This design comes from an exercise in tuning for small area and few clock cycles per item on the open sky130 flow, not from production work.
In this exercise RTL edits were held to simulation tests only and were not proved equivalent to the original.
No activity file was given, so power comes from the tool's default toggle rates.

==> v2: inputs <==
==> flow/design.v <==
package video_ram_pkg;
	localparam int unsigned DEF_PIXELS_PER_LINE = 64;
	localparam int unsigned DEF_BURST_LEN       = 16;
	localparam int unsigned DEF_BYTES_PER_LINE  = 4096;
	localparam logic [31:0] DEF_BASE_ADDR       = 32'h0010_0000;
	localparam int unsigned DEF_MAX_CREDITS     = 2;
	typedef logic [9:0] line_num_t;
	typedef struct packed {
		logic [7:0] red;
		logic [7:0] green;
		logic [7:0] blue;
		logic [7:0] luma;
	} pixel_t;
	typedef struct packed {
		logic      valid;
		logic      eol;
		line_num_t line_num;
		pixel_t    pix;
	} pix_in_t;
	typedef struct packed {
		logic        valid;
		logic        first;
		logic [31:0] addr;
		logic [31:0] data;
	} mem_beat_t;
	typedef struct packed {
		logic      valid;
		logic      first;
		logic [7:0] luma;
		line_num_t line_num;
	} luma_out_t;
	typedef enum logic [2:0] {
		WR_INIT       = 3'd0,
		WR_START_LINE = 3'd1,
		WR_REQUEST    = 3'd2,
		WR_WRITE      = 3'd3,
		WR_COMPLETE   = 3'd4
	} wr_state_e;
endpackage
`timescale 1ns/1ps
module video_to_ram (
	input  logic        i_clk_100_bus,
	input  logic        i_rst,
	input  logic        i_pix_valid,
	input  logic        i_pix_eol,
	input  logic [9:0]  i_pix_line_num,
	input  logic [7:0]  i_pix_red,
	input  logic [7:0]  i_pix_green,
	input  logic [7:0]  i_pix_blue,
	input  logic [7:0]  i_pix_luma,
	input  logic        i_mem_ready,
	input  logic        i_credit_return,
	output logic        o_beat_valid,
	output logic        o_beat_first,
	output logic [31:0] o_beat_addr,
	output logic [31:0] o_beat_data,
	output logic        o_luma_valid,
	output logic        o_luma_first,
	output logic [7:0]  o_luma_luma,
	output logic [9:0]  o_luma_line_num
);
	localparam int unsigned SLOTS    = 128;
	localparam int unsigned PW       = 26;
	localparam int unsigned TAP_STEP = 8;
	localparam int unsigned DLY      = TAP_STEP - 1;
	localparam logic [6:0]  TAP0     = 7'd0;
	localparam logic [6:0]  RD_POS   = TAP0 + 7'd63;
	logic [PW-1:0] pix_in;
	assign pix_in = {i_pix_red[7:2], i_pix_green[7:2], i_pix_blue[7:2], i_pix_luma};
	logic [SLOTS-1:0][PW-1:0] ring;
	logic [DLY:1][PW-1:0]     dly;
	logic [DLY:1]             dly_pend;
	logic [6:0]               wpos_q;
	logic [6:0]               rpos_q;
	logic                     in_line_q;
	logic [1:0]               line_cnt_q;
	logic                     wbank_q;
	logic                     rbank_q;
	logic [9:0]               line_num_q [2];
	logic                     beat_q;
	logic [5:0]               beat_idx_q;
	logic [1:0]               credit_q;
	logic                     mem_seen_q;
	logic          line_done;
	logic          in_line_d;
	logic          aligned;
	logic          wr;
	logic [2:0]    wsel;
	logic [PW-1:0] wdata;
	assign line_done = i_pix_valid && i_pix_eol;
	assign in_line_d = line_done ? 1'b0 : (in_line_q || i_pix_valid);
	always_comb
	begin
		wsel = '0;
		for (int i = 1; i <= DLY; i++)
			if (dly_pend[i])
				wsel = 3'(i);
	end
	assign aligned = (wpos_q[2:0] == TAP0[2:0]);
	assign wr      = aligned && (i_pix_valid || (dly_pend != '0));
	assign wdata   = (wsel == '0) ? pix_in : dly[wsel];
	logic [DLY:1] dly_keep;
	always_comb
	begin
		for (int i = 1; i <= DLY; i++)
			dly_keep[i] = dly_pend[i] && !(wr && wsel == 3'(i));
	end
	always_ff @(posedge i_clk_100_bus or posedge i_rst)
	begin
		if (i_rst)
			dly_pend <= '0;
		else
			dly_pend <= {dly_keep[DLY-1:1], i_pix_valid && !(wr && wsel == '0)};
	end
	always_ff @(posedge i_clk_100_bus)
	begin
		dly <= {dly[DLY-1:1], pix_in};
	end
	logic [SLOTS-1:0][PW-1:0] ring_d;
	always_comb
	begin
		ring_d = {ring[SLOTS-2:0], ring[SLOTS-1]};
		for (int i = 0; i < SLOTS; i += TAP_STEP)
			if (wr && wpos_q == 7'(i + int'(TAP0[2:0])))
				ring_d[i + int'(TAP0[2:0])] = wdata;
	end
	always_ff @(posedge i_clk_100_bus)
	begin
		ring <= ring_d;
	end
	always_ff @(posedge i_clk_100_bus)
	begin
		if (line_done)
			line_num_q[wbank_q] <= i_pix_line_num;
	end
	logic       burst_head;
	logic       burst_tail;
	logic       line_tail;
	logic [1:0] credit_d;
	logic [1:0] line_cnt_d;
	logic       mem_seen_d;
	logic       empty_d;
	logic [6:0] rpos_d;
	logic       beat_d;
	assign burst_head = beat_q && (beat_idx_q[3:0] == 4'd0);
	assign burst_tail = beat_q && (beat_idx_q[3:0] == 4'd15);
	assign line_tail  = beat_q && (beat_idx_q == 6'd63);
	assign credit_d   = credit_q - 2'(burst_head) + 2'(i_credit_return);
	assign line_cnt_d = line_cnt_q + 2'(line_done) - 2'(line_tail);
	assign mem_seen_d = mem_seen_q || i_mem_ready;
	assign empty_d    = (line_cnt_d == 2'd0) && !in_line_d;
	assign rpos_d     = empty_d ? (TAP0 - 7'd1) : (rpos_q + 7'(!beat_q));
	assign beat_d     = (beat_q && !burst_tail) ||
		((line_cnt_d != 2'd0) && mem_seen_d && (credit_d != 2'd0) && (rpos_d == RD_POS));
	always_ff @(posedge i_clk_100_bus or posedge i_rst)
	begin
		if (i_rst)
		begin
			wpos_q     <= TAP0;
			rpos_q     <= TAP0 - 7'd1;
			in_line_q  <= 1'b0;
			line_cnt_q <= 2'd0;
			wbank_q    <= 1'b0;
			rbank_q    <= 1'b0;
			beat_q     <= 1'b0;
			beat_idx_q <= '0;
			credit_q   <= 2'd2;
			mem_seen_q <= 1'b0;
		end
		else
		begin
			wpos_q     <= empty_d ? TAP0 : (wpos_q + 7'(!wr));
			rpos_q     <= rpos_d;
			in_line_q  <= in_line_d;
			line_cnt_q <= line_cnt_d;
			wbank_q    <= wbank_q ^ line_done;
			rbank_q    <= rbank_q ^ line_tail;
			beat_q     <= beat_d;
			beat_idx_q <= beat_idx_q + 6'(beat_q);
			credit_q   <= credit_d;
			mem_seen_q <= mem_seen_d;
		end
	end
	logic [PW-1:0] rd_pix;
	logic [9:0]    line_num;
	assign rd_pix   = ring[RD_POS];
	assign line_num = line_num_q[rbank_q];
	assign o_beat_valid    = beat_q;
	assign o_beat_first    = burst_head;
	assign o_beat_addr     = {9'd0, 3'({1'b0, line_num[9:8]} + 3'd1), line_num[7:0], 4'd0,
		beat_idx_q[5:4], 6'd0};
	assign o_beat_data     = {8'h00, rd_pix[25:20], 2'b00, rd_pix[19:14], 2'b00,
		rd_pix[13:8], 2'b00};
	assign o_luma_valid    = beat_q;
	assign o_luma_first    = beat_q && (beat_idx_q == 6'd0);
	assign o_luma_luma     = rd_pix[7:0];
	assign o_luma_line_num = line_num;
endmodule
==> flow/run.sh <==
#!/bin/bash
# synth_recipe.tcl (not shown) runs the flow's synth.tcl, then flattens the netlist and writes it again
# the make line also repeats each setting of config.mk as NAME=value (left out here)
make -C /OpenROAD-flow-scripts/flow DESIGN_CONFIG=/design/flow/config.mk WORK_HOME=/design/flow/orfs CLKGATE_MAP_FILE= SYNTH_SCRIPT=/design/flow/synth_recipe.tcl finish
==> flow/config.mk <==
export PLATFORM = sky130hd
export DESIGN_NAME = video_to_ram
export DESIGN_NICKNAME = video_to_ram
export VERILOG_FILES = /design/flow/design.v
export SDC_FILE = /design/flow/constraint.sdc
export NUM_CORES = 4
export LEC_CHECK = 0
export CAP_MARGIN = 20
export CORE_MARGIN = 2
export CORE_UTILIZATION = 40
export SLEW_MARGIN = 20
==> flow/constraint.sdc <==
create_clock -name core_clock -period 10.0 [get_ports {i_clk_100_bus}]
set_input_delay 2.0000 -clock core_clock [delete_from_list [all_inputs] [get_ports {i_clk_100_bus}]]
set_output_delay 2.0000 -clock core_clock [all_outputs]
set_load 0.01 [all_outputs]
==> v27: changes against v2 <==
==> flow/design.v, changed modules only <==
module video_to_ram (
	input  logic        i_clk_100_bus,
	input  logic        i_rst,
	input  logic        i_pix_valid,
	input  logic        i_pix_eol,
	input  logic [9:0]  i_pix_line_num,
	input  logic [7:0]  i_pix_red,
	input  logic [7:0]  i_pix_green,
	input  logic [7:0]  i_pix_blue,
	input  logic [7:0]  i_pix_luma,
	input  logic        i_mem_ready,
	input  logic        i_credit_return,
	output logic        o_beat_valid,
	output logic        o_beat_first,
	output logic [31:0] o_beat_addr,
	output logic [31:0] o_beat_data,
	output logic        o_luma_valid,
	output logic        o_luma_first,
	output logic [7:0]  o_luma_luma,
	output logic [9:0]  o_luma_line_num
);
	localparam int unsigned SLOTS    = 128;
	localparam int unsigned PW       = 26;
	localparam int unsigned TAP_STEP = 8;
	localparam int unsigned DLY      = TAP_STEP - 1;
	localparam logic [6:0]  TAP0     = 7'd2;
	localparam logic [6:0]  RD_POS   = TAP0 + 7'd62;
	logic [PW-1:0] pix_in;
	assign pix_in = {i_pix_red[7:2], i_pix_green[7:2], i_pix_blue[7:2], i_pix_luma};
	logic [SLOTS-1:0][PW-1:0] ring;
	logic [DLY:1][PW-1:0]     dly;
	logic [DLY:1]             dly_pend;
	logic [6:0]               wpos_q;
	logic [6:0]               rpos_q;
	logic                     in_line_q;
	logic [1:0]               line_cnt_q;
	logic                     wbank_q;
	logic                     rbank_q;
	logic [9:0]               line_num_q [2];
	logic                     beat_q;
	logic [5:0]               beat_idx_q;
	logic [1:0]               credit_q;
	logic                     mem_seen_q;
	logic          line_done;
	logic          in_line_d;
	logic          empty_d;
	logic [6:0]    wpos_d;
	logic          take;
	logic [2:0]    wsel;
	logic [DLY:1]  dly_keep;
	logic [PW-1:0] wdata;
	logic [PW-1:0] wdata_q;
	logic          wr_q;
	assign line_done = i_pix_valid && i_pix_eol;
	assign in_line_d = line_done ? 1'b0 : (in_line_q || i_pix_valid);
	always_comb
	begin
		wsel = '0;
		for (int i = 1; i <= DLY; i++)
			if (dly_pend[i])
				wsel = 3'(i);
	end
	assign wpos_d = empty_d ? (TAP0 - 7'd1) : (wpos_q + 7'(!wr_q));
	always_comb
	begin
		case (wsel)
			3'd1:    wdata = dly[1];
			3'd2:    wdata = dly[2];
			3'd3:    wdata = dly[3];
			3'd4:    wdata = dly[4];
			3'd5:    wdata = dly[5];
			3'd6:    wdata = dly[6];
			3'd7:    wdata = dly[7];
			default: wdata = pix_in;
		endcase
	end
	assign take   = (wpos_d[2:0] == TAP0[2:0]) && (i_pix_valid || (dly_pend != '0));
	always_comb
	begin
		for (int i = 1; i <= DLY; i++)
			dly_keep[i] = dly_pend[i] && !(take && wsel == 3'(i));
	end
	always_ff @(posedge i_clk_100_bus or posedge i_rst)
	begin
		if (i_rst)
		begin
			dly_pend <= '0;
			wr_q     <= 1'b0;
		end
		else
		begin
			dly_pend <= {dly_keep[DLY-1:1], i_pix_valid && !(take && wsel == '0)};
			wr_q     <= take;
		end
	end
	always_ff @(posedge i_clk_100_bus)
	begin
		dly <= {dly[DLY-1:1], pix_in};
		wdata_q <= wdata;
	end
	logic [SLOTS-1:0][PW-1:0] ring_d;
	always_comb
	begin
		ring_d = {ring[SLOTS-2:0], ring[SLOTS-1]};
		for (int i = 0; i < SLOTS; i += TAP_STEP)
		begin
			if (wr_q && wpos_q == 7'(i + int'(TAP0[2:0])))
				ring_d[i + int'(TAP0[2:0])] = (((i / TAP_STEP) % 2) == 0) ? ~wdata_q : wdata_q;
			ring_d[i + int'(TAP0[2:0])] = ~ring_d[i + int'(TAP0[2:0])];
		end
	end
	always_ff @(posedge i_clk_100_bus)
	begin
		ring <= ring_d;
	end
	always_ff @(posedge i_clk_100_bus)
	begin
		if (line_done)
			line_num_q[wbank_q] <= i_pix_line_num;
	end
	logic       burst_head;
	logic       burst_tail;
	logic       line_tail;
	logic [1:0] credit_d;
	logic [1:0] line_cnt_d;
	logic       mem_seen_d;
	logic [6:0] rpos_d;
	logic       beat_d;
	assign burst_head = beat_q && (beat_idx_q[3:0] == 4'd0);
	assign burst_tail = beat_q && (beat_idx_q[3:0] == 4'd15);
	assign line_tail  = beat_q && (beat_idx_q == 6'd63);
	assign credit_d   = credit_q - 2'(burst_head) + 2'(i_credit_return);
	assign line_cnt_d = line_cnt_q + 2'(line_done) - 2'(line_tail);
	assign mem_seen_d = mem_seen_q || i_mem_ready;
	assign empty_d    = (line_cnt_d == 2'd0) && !in_line_d;
	assign rpos_d     = empty_d ? (TAP0 - 7'd2) : (rpos_q + 7'(!beat_q));
	assign beat_d     = (beat_q && !burst_tail) ||
		((line_cnt_d != 2'd0) && mem_seen_d && (credit_d != 2'd0) && (rpos_d == RD_POS));
	always_ff @(posedge i_clk_100_bus or posedge i_rst)
	begin
		if (i_rst)
		begin
			wpos_q     <= TAP0 - 7'd1;
			rpos_q     <= TAP0 - 7'd2;
			in_line_q  <= 1'b0;
			line_cnt_q <= 2'd0;
			wbank_q    <= 1'b0;
			rbank_q    <= 1'b0;
			beat_q     <= 1'b0;
			beat_idx_q <= '0;
			credit_q   <= 2'd2;
			mem_seen_q <= 1'b0;
		end
		else
		begin
			wpos_q     <= wpos_d;
			rpos_q     <= rpos_d;
			in_line_q  <= in_line_d;
			line_cnt_q <= line_cnt_d;
			wbank_q    <= wbank_q ^ line_done;
			rbank_q    <= rbank_q ^ line_tail;
			beat_q     <= beat_d;
			beat_idx_q <= beat_idx_q + 6'(beat_q);
			credit_q   <= credit_d;
			mem_seen_q <= mem_seen_d;
		end
	end
	logic [PW-1:0] rd_pix;
	logic [9:0]    line_num;
	assign rd_pix   = (((int'(RD_POS) - int'(TAP0[2:0])) / TAP_STEP) % 2 == 1) ? ~ring[RD_POS] : ring[RD_POS];
	assign line_num = line_num_q[rbank_q];
	assign o_beat_valid    = beat_q;
	assign o_beat_first    = burst_head;
	assign o_beat_addr     = {9'd0, 3'({1'b0, line_num[9:8]} + 3'd1), line_num[7:0], 4'd0,
		beat_idx_q[5:4], 6'd0};
	assign o_beat_data     = {8'h00, rd_pix[25:20], 2'b00, rd_pix[19:14], 2'b00,
		rd_pix[13:8], 2'b00};
	assign o_luma_valid    = beat_q;
	assign o_luma_first    = beat_q && (beat_idx_q == 6'd0);
	assign o_luma_luma     = rd_pix[7:0];
	assign o_luma_line_num = line_num;
endmodule
==> flow/flow/run.sh (new file) <==
#!/bin/bash
# Standard layout, with plain buf_1 cells as the port buffers.
set -euo pipefail
export BUFFER_PORTS_ARGS="-buffer_cell sky130_fd_sc_hd__buf_1"
bash standard.sh > standard_make.log 2>&1
==> flow/standard.sh (new file) <==
#!/bin/bash
# synth_recipe.tcl (not shown) runs the flow's synth.tcl, then flattens the netlist and writes it again
# the make line also repeats each setting of config.mk as NAME=value (left out here)
make -C /OpenROAD-flow-scripts/flow DESIGN_CONFIG=/design/flow/config.mk WORK_HOME=/design/flow/orfs CLKGATE_MAP_FILE= SYNTH_SCRIPT=/design/flow/synth_recipe.tcl "${@:-finish}"
--- a/flow/config.mk
+++ b/flow/config.mk
@@ -8,4 +8,6 @@
 export CAP_MARGIN = 20
 export CORE_MARGIN = 2
-export CORE_UTILIZATION = 40
+export CORE_UTILIZATION = 50
+export CTS_CLUSTER_DIAMETER = 60
+export CTS_CLUSTER_SIZE = 38
 export SLEW_MARGIN = 20
removed: flow/run.sh
==> results.txt <==
                                                                                               v27                       v2
Die Span X                                                                                403.2 um                 479.9 um
TAP cells                                                                                    2,072                    2,992
Clock-pin slew of the registers on the worst-case setup and hold paths                     0.12 ns                  0.06 ns
WP depth                                                                                         3                       21
Maximum fanout encountered on the critical timing path                                          11                       52
Crit path from                                                                             rbank_q              dly_pend[4]
Crit path capture                                                                  o_beat_addr[21]               ring[1885]
Switching Fraction                                                                          0.2299                   0.3555
Run status                                                                 complete, no violations  complete, no violations
Final-stage net count                                                                        4,945                    6,975
Gate Count Post-Synth                                                                        4,785                    6,697
Busiest metal layer after global routing                                                      met1                     met2
P_int                                                                                    18,220 uW                26,800 uW
Clk. pwr                                                                                   7560 uW                12,700 uW
Met2 wire length                                                                          43.35 mm                 97.52 mm
Final critical-path setup slack                                                           5.734 ns                 2.320 ns
Overall power of the completed layout                                                    23,660 uW                41,590 uW
Initial antenna violation count                                                                  0                       13
Portion of the clock cycle consumed by the worst path in the final layout                   0.4266                   0.7680
Dpl ws                                                                                    5.772 ns                 2.426 ns
Part of the power in combinational logic                                                     0.025                    0.291
Non-clock buffer contribution to total cell area                                          0.005860                  0.02012
Max Clock Freq                                                                           234.4 MHz                130.2 MHz
Testbench counts of v2, summed over its fixed seeds: cycles 20,992, lines 320.
Testbench counts of v27, summed over its fixed seeds: cycles 20,992, lines 320.

what the ideal ports hide:
No port has a modelled driver above. Below, the same layouts with a new extraction and two added sets of constraints. Step 1 (the two cells are an assumption about what drives the block):
set clk [get_ports {i_clk_100_bus}]
set_driving_cell -lib_cell sky130_fd_sc_hd__clkbuf_16 $clk
set_driving_cell -lib_cell sky130_fd_sc_hd__buf_2 [delete_from_list [all_inputs] $clk]
Step 2 times the ports against the registers' clock, not the clock port: input delays grow and output delays shrink by t, the midpoint of the rising clock arrivals with the driver on. Slacks: ideal ports / drivers / drivers and shift; pairs: ideal ports / drivers.
run | t, ns | setup slack, ns | worst setup path at the end | worst register clock-pin slew, ns | worst slew at a driven data input, ns
v2 | 0.986 | 2.320 / 2.320 / 2.320 | register to register | 0.07 / 0.07 | 0.05
v27 | 0.854 | 5.734 / 5.659 / 5.786 | input to register | 0.13 / 0.13 | 0.06
After both steps every run listed still meets setup and hold.
